Source: an optimization exercise on an open RTL-to-GDS flow (aim: small area and a short achievable clock period). Production flows keep margins and buffers that such runs may drop. No activity file was given, so power comes from the tool's default toggle rates.

// fir_systolic_cfg
module fir_systolic_cfg (
    input  logic               clk,
    input  logic               rst,
    input  logic               in_valid,
    input  logic signed [15:0] in_data,
    input  logic               coef_wr,
    input  logic [2:0]         coef_addr,
    input  logic signed [15:0] coef_data,
    output logic               out_valid,
    output logic signed [31:0] out_data,
    output logic               out_ovf
);
==> flow/config.mk <==
export PLATFORM = sky130hd
export DESIGN_NAME = fir_systolic_cfg
export DESIGN_NICKNAME = fir_systolic_cfg
export VERILOG_FILES = /design/flow/design.v
export SDC_FILE = /design/flow/constraint.sdc
export NUM_CORES = 4
export LEC_CHECK = 0
export ABC_AREA = 1
export CAP_MARGIN = 20
export CORE_MARGIN = 2
export CORE_UTILIZATION = 40
export SETUP_SLACK_MARGIN = 5
export SLEW_MARGIN = 20
==> flow/constraint.sdc <==
create_clock -name core_clock -period 10.0 [get_ports {clk}]
set_input_delay 2.0000 -clock core_clock [delete_from_list [all_inputs] [get_ports {clk}]]
set_output_delay 2.0000 -clock core_clock [all_outputs]
set_load 0.01 [all_outputs]
standard.sh (not shown) runs the stock make flow with config.mk's settings and CLKGATE_MAP_FILE= SYNTH_SCRIPT=/design/flow/synth_recipe.tcl, a recipe that flattens the netlist after the stock synthesis.
==> flow/flow/run.sh <==
#!/bin/bash
# Standard layout, with one extra step between synthesis and floorplan:
# fa_polarity.py flips full-adder cells (a full adder is self-dual) so that
# fewer inverters are needed around them. The rewritten netlist is checked
# against the synthesised one with ABC's combinational equivalence check
# (same registers); if the check does not pass, the synthesised netlist is
# kept unchanged.
set -euo pipefail
W=$(pwd)
R=$W/orfs/results/$FLOW_PLATFORM/fir_systolic_cfg/base
LIB=$FLOW_HOME/platforms/$FLOW_PLATFORM/lib/sky130_fd_sc_hd__tt_025C_1v80.lib
YB=$FLOW_HOME/../tools/install/yosys/bin
[ -x $YB/yosys ] || YB=$(dirname $(command -v yosys))

bash standard.sh synth > synth.log 2>&1

cp $R/1_2_yosys.v $W/netlist_synth.v
python3 flow/fa_polarity.py $W/netlist_synth.v $W/netlist_pol.v > polarity.log 2>&1

for n in synth pol; do
  cat > $W/blif_$n.ys <<EOT
read_liberty -ignore_miss_func $LIB
read_verilog $W/netlist_$n.v
hierarchy -top $FLOW_TOP
flatten
opt_clean
dffunmap
techmap
opt -fast
write_blif -gates $W/netlist_$n.blif
EOT
  $YB/yosys -q -l blif_$n.log $W/blif_$n.ys > /dev/null 2>&1
done
$YB/yosys-abc -c "cec $W/netlist_synth.blif $W/netlist_pol.blif" > cec.log 2>&1 || true
if grep -q "Networks are equivalent" cec.log; then
  echo "polarity: equivalent, using rewritten netlist" >> polarity.log
  cp $W/netlist_pol.v $R/1_2_yosys.v
  touch $R/1_2_yosys.v
else
  echo "polarity: NOT proven equivalent, keeping synthesised netlist" >> polarity.log
fi
rm -f $W/netlist_synth.blif $W/netlist_pol.blif

bash standard.sh finish > layout.log 2>&1
Other scripts of this flow, unchanged in this note and not shown: flow/flow/fa_polarity.py
The starting point passed the timing, DRC and antenna checks.
Edit:
--- a/flow/flow/run.sh
+++ b/flow/flow/run.sh
@@ -6,3 +6,4 @@
 # (same registers); if the check does not pass, the synthesised netlist is
-# kept unchanged.
+# kept unchanged. Port buffers are plain buffers (buf_4) rather than the
+# delay cell buffer_ports picks by itself.
 set -euo pipefail
@@ -43,2 +44,3 @@
 
+export BUFFER_PORTS_ARGS="-inputs -outputs -buffer_cell sky130_fd_sc_hd__buf_4"
 bash standard.sh finish > layout.log 2>&1
Fmax rises by 0.89%. Setup slack gets better by 0.044 ns. Power rises by 0.69%. Synthesized area is unchanged. Clock power went up by about 9%. Via count fell by 1.3%. Core utilization shrinks by 0.45 points. Final cell count came out lower by about 0.6%.
Edit:
--- a/flow/config.mk
+++ b/flow/config.mk
@@ -11,2 +11,3 @@
 export CORE_UTILIZATION = 40
+export CTS_BUF_LIST = sky130_fd_sc_hd__clkbuf_8
 export SETUP_SLACK_MARGIN = 5
Result: The new run completed without violations. Power fell by 1.9%. Register-to-register slack improved by 0.04 ns. Area after synthesis stays the same. Worst setup slack got worse by 0.048 ns. Cell count rose by 0.77%. Routed wire length fell by 1.7%. Sequential share of layout area rose by 0.25 points.
Edit:
--- a/flow/config.mk
+++ b/flow/config.mk
@@ -8,7 +8,6 @@
 export ABC_AREA = 1
-export CAP_MARGIN = 20
+export CAP_MARGIN = 5
 export CORE_MARGIN = 2
 export CORE_UTILIZATION = 40
-export CTS_BUF_LIST = sky130_fd_sc_hd__clkbuf_8
 export SETUP_SLACK_MARGIN = 5
-export SLEW_MARGIN = 20
+export SLEW_MARGIN = 5
Outcome: The changed run went through all stages and came out clean; power increases by 2.3%; cell count shrinks by about 0.8%; area after synthesis stays the same; clock power went up by 22%; worst hold slack improves by 0.0050 ns; die area is unchanged; count of clock-buffer cells in the layout goes down by 22; non-clock buffer count grows by 4; final area grows by 0.85%; clock skew hardly moves; sequential cell count is unchanged.
No run of this note included a check of the RTL's function; only the layout flow was run.

-- port drivers added, routing unchanged --
Ports are ideal in the flow. The routed layouts listed here were re-timed in OpenROAD. Step 1 (the two cells are an assumption about what drives the block):
set clk [get_ports {clk}]
set_driving_cell -lib_cell sky130_fd_sc_hd__clkbuf_16 $clk
set_driving_cell -lib_cell sky130_fd_sc_hd__buf_2 [delete_from_list [all_inputs] $clk]
Step 2 moves the port delays by t, midway between the first and last clock arrival at a register: inputs arrive t later, outputs are due t later. That takes back most of the time a late clock gives input paths. Three values: no drivers, after step 1, after step 2; two values: the first two.
run | t, ns | setup slack, ns | hold WS [ns] | latest minus earliest clock arrival (ns)
the first run | 0.768 | 4.952 / 4.870 / 4.282 | 0.430 / 0.430 / 0.430 | 0.032 / 0.032
the second run | 0.780 | 4.996 / 4.912 / 4.291 | 0.426 / 0.426 / 0.426 | 0.034 / 0.034
the third run | 0.917 | 4.948 / 4.873 / 4.093 | 0.422 / 0.422 / 0.422 | 0.037 / 0.037
the fourth run | 0.760 | 4.988 / 4.911 / 4.270 | 0.427 / 0.427 / 0.427 | 0.040 / 0.039
After both steps setup and hold are still met in every run listed. The setup slack of the third run, which loses most, moves by -0.075 ns with the drivers and by -0.855 ns with both steps.
